Source: an optimization exercise on an open RTL-to-GDS flow (aim: small area, a short achievable clock period and few clock cycles per item). Production flows keep margins and buffers that such runs may drop. In this exercise RTL edits were held to simulation tests only and were not proved equivalent to the original. No activity file was given, so power comes from the tool's default toggle rates.

== build 92 ==
==> flow/design.v (excerpt) <==
module dmem_responder #(
  parameter int ADDR_W = dmem_pkg::DMEM_ADDR_W,
  parameter int DATA_W = dmem_pkg::DMEM_DATA_W,
  parameter int DEPTH  = dmem_pkg::DMEM_DEPTH
) (
  input  logic              clk,
  input  logic              reset,
  input  logic              req_valid,
  input  logic              req_write,
  input  logic [ADDR_W-1:0] req_addr,
  input  logic [DATA_W-1:0] req_wdata,
  output logic              req_ready,
  output logic              stall_o,
  output logic              rsp_valid,
  output logic              rsp_err,
  output logic [DATA_W-1:0] rsp_rdata
);
Size: roughly 13000 cells after synthesis, about 4100 flip-flops, ~81 I/O pins, roughly 140000 sq um of cells after synthesis.
==> flow/config.mk <==
export PLATFORM = sky130hd
export DESIGN_NAME = dmem_responder
export DESIGN_NICKNAME = dmem_responder
export VERILOG_FILES = /design/flow/design.v
export SDC_FILE = /design/flow/constraint.sdc
export NUM_CORES = 4
export LEC_CHECK = 0
export CAP_MARGIN = 20
export CORE_MARGIN = 2
export CORE_UTILIZATION = 35
export SLEW_MARGIN = 20
export SYNTH_HIERARCHICAL = 1
export SYNTH_MEMORY_MAX_BITS = 8192
==> flow/constraint.sdc <==
create_clock -name core_clock -period 5.5 [get_ports {clk}]
set_input_delay 1.1000 -clock core_clock [delete_from_list [all_inputs] [get_ports {clk}]]
set_output_delay 1.1000 -clock core_clock [all_outputs]
set_load 0.01 [all_outputs]
run.sh (not shown) runs the stock make flow with config.mk's settings and CLKGATE_MAP_FILE= SYNTH_SCRIPT=/design/flow/synth_recipe.tcl, a recipe that flattens the netlist after the stock synthesis.
Build 92 ended with every stage complete and zero timing, DRC or antenna violations.
Testbench counts of build 92, summed over its fixed seeds: cycles 9,600, items 4,800.
What build 97 does differently from build 92 at the input level:
- putting SETUP_SLACK_MARGIN at 2.9 where nothing was set
- swapping 35 for 50 in CORE_UTILIZATION
- putting TNS_END_PERCENT at 100 where nothing was set
Findings:
Of build 97 and build 92, it is build 97 that has the higher final count of pins violating max slew. The minimum period implied by the final worst setup slack of build 97 falls short of that of build 92 by 1.72 ns. [build 97] flow finished | final checks: failed | reasons: max-slew violations. Build 92: PASS, flow complete, no timing, DRC or antenna violations. Looking at critical path capture point, the u_array.rdata_q[24]$_DFF_P_ result is from build 92; the u_array.rdata_q[10]$_DFF_P_ one comes from build 97. Per the comparison of build 97 with build 92, final worst-path cycle share now smaller, via density per instance now larger. Relative to build 92, the total global routing track utilization of build 97 is higher by 15 points. Compared with build 92, in build 97 detailed-routing wirelength on met1 went up, area growth from synthesis to layout went up. Build 97 vs build 92 — post-route non-filler standard cell count dropped 868. Build 97 ended up with a higher critical path data required time than build 92 did.

* * *

The RTL this note starts from:
==> flow/design.v <==
package dmem_pkg;
  localparam int DMEM_ADDR_W = 9;
  localparam int DMEM_DATA_W = 32;
  localparam int DMEM_DEPTH  = 128;
endpackage
module dmem_pair #(
  parameter int DATA_W = 32
) (
  input  logic              clk,
  input  logic              we0,
  input  logic              wen0,
  input  logic              we1,
  input  logic              wen1,
  input  logic [DATA_W-1:0] x,
  input  logic              rl0,
  input  logic              rl1,
  output logic [DATA_W-1:0] r
);
  logic [DATA_W-1:0] s0_q, s1_q;
  always_ff @(posedge clk) begin
    s0_q <= ~(({DATA_W{we0}} & x) | ({DATA_W{wen0}} & s0_q));
    s1_q <= ~(({DATA_W{we1}} & x) | ({DATA_W{wen1}} & s1_q));
  end
  assign r = ~(({DATA_W{rl0}} | s0_q) & ({DATA_W{rl1}} | s1_q));
endmodule
module dmem_nor2 #(
  parameter int DATA_W = 32
) (
  input  logic [DATA_W-1:0] a,
  input  logic [DATA_W-1:0] b,
  output logic [DATA_W-1:0] y
);
  assign y = ~(a | b);
endmodule
module dmem_nand2 #(
  parameter int DATA_W = 32
) (
  input  logic [DATA_W-1:0] a,
  input  logic [DATA_W-1:0] b,
  output logic [DATA_W-1:0] y
);
  assign y = ~(a & b);
endmodule
module dmem_bank #(
  parameter int DATA_W = 32,
  parameter int BWORDS = 16,
  parameter int BIDX_W = 4
) (
  input  logic              clk,
  input  logic              we,
  input  logic [BIDX_W-1:0] waddr,
  input  logic              re,
  input  logic [BIDX_W-1:0] raddr,
  input  logic [DATA_W-1:0] x,
  output logic [DATA_W-1:0] r_n
);
  localparam int NPAIR = BWORDS / 2;
  logic [BWORDS-1:0] wsel;
  logic [BWORDS-1:0] rsel_n;
  logic [DATA_W-1:0] pr [NPAIR];
  genvar gi;
  for (gi = 0; gi < BWORDS; gi++) begin : g_dec
    assign wsel[gi]   = we && (waddr == BIDX_W'(gi));
    assign rsel_n[gi] = !(re && (raddr == BIDX_W'(gi)));
  end
  for (gi = 0; gi < NPAIR; gi++) begin : g_pair
    dmem_pair #(
      .DATA_W (DATA_W)
    ) u_pair (
      .clk  (clk),
      .we0  (wsel[2*gi]),
      .wen0 (!wsel[2*gi]),
      .we1  (wsel[2*gi+1]),
      .wen1 (!wsel[2*gi+1]),
      .x    (x),
      .rl0  (rsel_n[2*gi]),
      .rl1  (rsel_n[2*gi+1]),
      .r    (pr[gi])
    );
  end
  logic [DATA_W-1:0] t1 [4];
  logic [DATA_W-1:0] t2 [2];
  for (gi = 0; gi < 4; gi++) begin : g_t1
    dmem_nor2 #(.DATA_W(DATA_W)) u_g (.a(pr[2*gi]), .b(pr[2*gi+1]), .y(t1[gi]));
  end
  for (gi = 0; gi < 2; gi++) begin : g_t2
    dmem_nand2 #(.DATA_W(DATA_W)) u_g (.a(t1[2*gi]), .b(t1[2*gi+1]), .y(t2[gi]));
  end
  dmem_nor2 #(.DATA_W(DATA_W)) u_t3 (.a(t2[0]), .b(t2[1]), .y(r_n));
endmodule
module dmem_array #(
  parameter int DATA_W = 32,
  parameter int DEPTH  = 128,
  parameter int IDX_W  = 7
) (
  input  logic              clk,
  input  logic              wgo,
  input  logic [IDX_W-1:0]  waddr,
  input  logic [DATA_W-1:0] wdata,
  input  logic              re,
  input  logic [IDX_W-1:0]  raddr,
  output logic [DATA_W-1:0] rdata
);
  localparam int BWORDS = 16;
  localparam int BIDX_W = 4;
  localparam int NBANK  = DEPTH / BWORDS;
  localparam int BSEL_W = IDX_W - BIDX_W;
  logic              phase_q;
  logic [DATA_W-1:0] x_q;
  logic [IDX_W-1:0]  waddr_q;
  logic [DATA_W-1:0] rsel;
  logic [DATA_W-1:0] rdata_q;
  logic [DATA_W-1:0] br_n [NBANK];
  logic [DATA_W-1:0] u1 [4];
  logic [DATA_W-1:0] u2 [2];
  always_ff @(posedge clk) begin
    phase_q <= ~phase_q;
  end
  always_ff @(posedge clk) begin
    waddr_q <= waddr;
    x_q     <= ~(wdata ^ {DATA_W{phase_q}});
  end
  genvar gi;
  for (gi = 0; gi < NBANK; gi++) begin : g_bank
    dmem_bank #(
      .DATA_W (DATA_W),
      .BWORDS (BWORDS),
      .BIDX_W (BIDX_W)
    ) u_bank (
      .clk   (clk),
      .we    (wgo && (waddr_q[IDX_W-1:BIDX_W] == BSEL_W'(gi))),
      .waddr (waddr_q[BIDX_W-1:0]),
      .re    (re && (raddr[IDX_W-1:BIDX_W] == BSEL_W'(gi))),
      .raddr (raddr[BIDX_W-1:0]),
      .x     (x_q),
      .r_n   (br_n[gi])
    );
  end
  for (gi = 0; gi < 4; gi++) begin : g_u1
    dmem_nand2 #(.DATA_W(DATA_W)) u_g (.a(br_n[2*gi]), .b(br_n[2*gi+1]), .y(u1[gi]));
  end
  for (gi = 0; gi < 2; gi++) begin : g_u2
    dmem_nor2 #(.DATA_W(DATA_W)) u_g (.a(u1[2*gi]), .b(u1[2*gi+1]), .y(u2[gi]));
  end
  dmem_nand2 #(.DATA_W(DATA_W)) u_u3 (.a(u2[0]), .b(u2[1]), .y(rsel));
  always_ff @(posedge clk) begin
    rdata_q <= rsel ^ {DATA_W{re && !phase_q}};
  end
  assign rdata = rdata_q;
endmodule
module dmem_responder #(
  parameter int ADDR_W = dmem_pkg::DMEM_ADDR_W,
  parameter int DATA_W = dmem_pkg::DMEM_DATA_W,
  parameter int DEPTH  = dmem_pkg::DMEM_DEPTH
) (
  input  logic              clk,
  input  logic              reset,
  input  logic              req_valid,
  input  logic              req_write,
  input  logic [ADDR_W-1:0] req_addr,
  input  logic [DATA_W-1:0] req_wdata,
  output logic              req_ready,
  output logic              stall_o,
  output logic              rsp_valid,
  output logic              rsp_err,
  output logic [DATA_W-1:0] rsp_rdata
);
  localparam int IDX_W = ADDR_W - 2;
  logic busy_q;    
  logic rsp_q;     
  logic rdy_q;     
  logic err_q;     
  logic wgo_q;     
  logic accept;
  logic aligned;
  assign accept  = req_valid && !busy_q;
  assign aligned = (req_addr[1:0] == 2'b00);
  always_ff @(posedge clk or negedge reset) begin
    if (!reset) begin
      busy_q <= 1'b0;
      rsp_q  <= 1'b0;
      rdy_q  <= 1'b1;
      err_q  <= 1'b0;
      wgo_q  <= 1'b0;
    end else begin
      busy_q <= accept;
      rsp_q  <= accept;
      rdy_q  <= !accept;
      err_q  <= accept && !aligned;
      wgo_q  <= accept && req_write && aligned;
    end
  end
  dmem_array #(
    .DATA_W (DATA_W),
    .DEPTH  (DEPTH),
    .IDX_W  (IDX_W)
  ) u_array (
    .clk   (clk),
    .wgo   (wgo_q),
    .waddr (req_addr[ADDR_W-1:2]),
    .wdata (req_wdata),
    .re    (aligned),
    .raddr (req_addr[ADDR_W-1:2]),
    .rdata (rsp_rdata)
  );
  assign req_ready = rdy_q;
  assign stall_o   = req_valid && rdy_q;
  assign rsp_valid = rsp_q;
  assign rsp_err   = err_q;
endmodule
Settings: LEC_CHECK=0, CAP_MARGIN=30, CORE_MARGIN=2, CORE_UTILIZATION=50, CTS_CLUSTER_DIAMETER=80, CTS_CLUSTER_SIZE=25, SETUP_SLACK_MARGIN=2.9, SLEW_MARGIN=40, SYNTH_HIERARCHICAL=1, SYNTH_MEMORY_MAX_BITS=8192; clock period 5.5 ns.
The baseline ran to the end with no violations.
Testbench counts at the start, summed over its fixed seeds: cycles 9,600, items 4,800.
Rerun with:
- CORE_UTILIZATION: 50 -> 42
- CTS_CLUSTER_SIZE: 25 -> 28
- TNS_END_PERCENT: default -> 5
=> The new run produced a clean layout. Worst hold slack degrades by 0.0096 ns. Via count goes down by 2.1%. Combinational power decreases by about 3%.
Rerun with:
- CORE_UTILIZATION: 42 -> 45
- CTS_CLUSTER_SIZE: 28 -> 30
The changed run ran to the end with no violations.
Area after synthesis does not change.
Combinational power barely changes.
Clock skew rises by 0.017 ns.
Utilization climbs by 1.8 points.
Final cell count is lower slightly.

* * *

v6:
// dmem_responder: RTL as listed in full above, without the edits since
==> flow/config.mk <==
export PLATFORM = sky130hd
export DESIGN_NAME = dmem_responder
export DESIGN_NICKNAME = dmem_responder
export VERILOG_FILES = /design/flow/design.v
export SDC_FILE = /design/flow/constraint.sdc
export NUM_CORES = 4
export LEC_CHECK = 0
export CAP_MARGIN = 30
export CORE_MARGIN = 2
export CORE_UTILIZATION = 40
export CTS_CLUSTER_DIAMETER = 80
export CTS_CLUSTER_SIZE = 28
export SETUP_SLACK_MARGIN = 3.0
export SLEW_MARGIN = 40
export SYNTH_HIERARCHICAL = 1
export SYNTH_MEMORY_MAX_BITS = 8192
export TNS_END_PERCENT = 5
==> flow/constraint.sdc <==
create_clock -name core_clock -period 5.5 [get_ports {clk}]
set_input_delay 1.1000 -clock core_clock [delete_from_list [all_inputs] [get_ports {clk}]]
set_output_delay 1.1000 -clock core_clock [all_outputs]
set_load 0.01 [all_outputs]
v6: all stages complete, timing, DRC and antenna checks passed
Testbench counts of v6, summed over its fixed seeds: cycles 9,600, items 4,800.
Modified inputs, v7 compared to v6
- swapping 40 for 42 in CORE_UTILIZATION
==> comparison <==
- Delta (v7 minus v6): multi-input combinational gate total essentially unchanged; area enclosed by the die boundary decreased 4.7%.
- Area fraction in compound gates after synthesis came out exactly the same in v7 and v6.
- Number of synthesized register bits came out exactly the same in v7 and v6.
- For multi-input logic portion of the cell area, v6 and v7 come out practically identical.
- Reported for v7 and v6, layout sequential cell count turned out identical to the last digit.

* * *

Another version of the RTL of dmem_responder (not shown whole).
Size: roughly 14000 cells after synthesis, roughly 150000 um2 of cells after synthesis.
==> flow/config.mk <==
export PLATFORM = sky130hd
export DESIGN_NAME = dmem_responder
export DESIGN_NICKNAME = dmem_responder
export VERILOG_FILES = /design/flow/design.v
export SDC_FILE = /design/flow/constraint.sdc
export NUM_CORES = 4
export LEC_CHECK = 0
export CAP_MARGIN = 30
export CORE_MARGIN = 2
export CORE_UTILIZATION = 45
export CTS_CLUSTER_DIAMETER = 80
export CTS_CLUSTER_SIZE = 28
export SETUP_SLACK_MARGIN = 2.9
export SLEW_MARGIN = 40
export SYNTH_HIERARCHICAL = 1
export SYNTH_MEMORY_MAX_BITS = 8192
export TNS_END_PERCENT = 5
==> flow/constraint.sdc <==
create_clock -name core_clock -period 5.5 [get_ports {clk}]
set_input_delay 1.1000 -clock core_clock [delete_from_list [all_inputs] [get_ports {clk}]]
set_output_delay 1.1000 -clock core_clock [all_outputs]
set_load 0.01 [all_outputs]
Testbench counts at the start, summed over its fixed seeds: cycles 9,600, items 4,800.
Rerun with:
CORE_UTILIZATION = 42   (was 45)
Synthesized area does not change.
Total power hardly moves.
Non-clock buffer count increases by 31.
Core utilization went down by 3.5 points.
Wire length drops by 1.1%.
First-iteration DRC count goes down by 1.5%.
Worst setup slack gets worse by 0.035 ns.
Sequential power is about the same.

[static timing again, ports no longer ideal]
The flow's constraints put no driver on any port. The routed layouts listed below were extracted and timed again, unchanged, in two steps.
Step 1, drivers: a clkbuf_16 drives clk and a buf_2 each remaining input, both assumed.
Step 2 also shifts input and output timing later by t, the mid clock arrival at the registers, as if the neighbouring blocks saw the same clock.
Slacks: ideal / step 1 / step 2; pairs: ideal / step 1.
run	t, ns	setup WS [ns]	hold WS [ns]	worst data-port slew with drivers (ns)
build 92	1.108	0.188 / 0.292 / -0.816	0.255 / 0.162 / 0.436	0.23
build 97	1.101	1.907 / 1.984 / 0.882	0.277 / 0.193 / 0.436	0.07
the first run of note 2	1.030	2.455 / 2.397 / 1.366	0.322 / 0.294 / 0.440	0.33
the second run of note 2	1.070	2.505 / 2.310 / 1.240	0.313 / 0.221 / 0.442	0.46
the third run of note 2	1.032	2.399 / 2.135 / 1.103	0.261 / 0.210 / 0.440	0.58
v6	1.052	2.505 / 2.317 / 1.265	0.303 / 0.256 / 0.442	0.39
v7	1.056	2.551 / 2.549 / 1.493	0.315 / 0.237 / 0.443	0.22
the first run of note 4	1.048	2.419 / 2.235 / 1.187	0.275 / 0.215 / 0.441	0.39
the second run of note 4	1.050	2.383 / 2.282 / 1.233	0.113 / 0.023 / 0.443	0.38
With both steps, setup timing fails in build 92, where it was met with ideal ports. The setup slack of the third run of note 2, which loses most, moves by -0.264 ns with the drivers and by -1.296 ns with both steps.
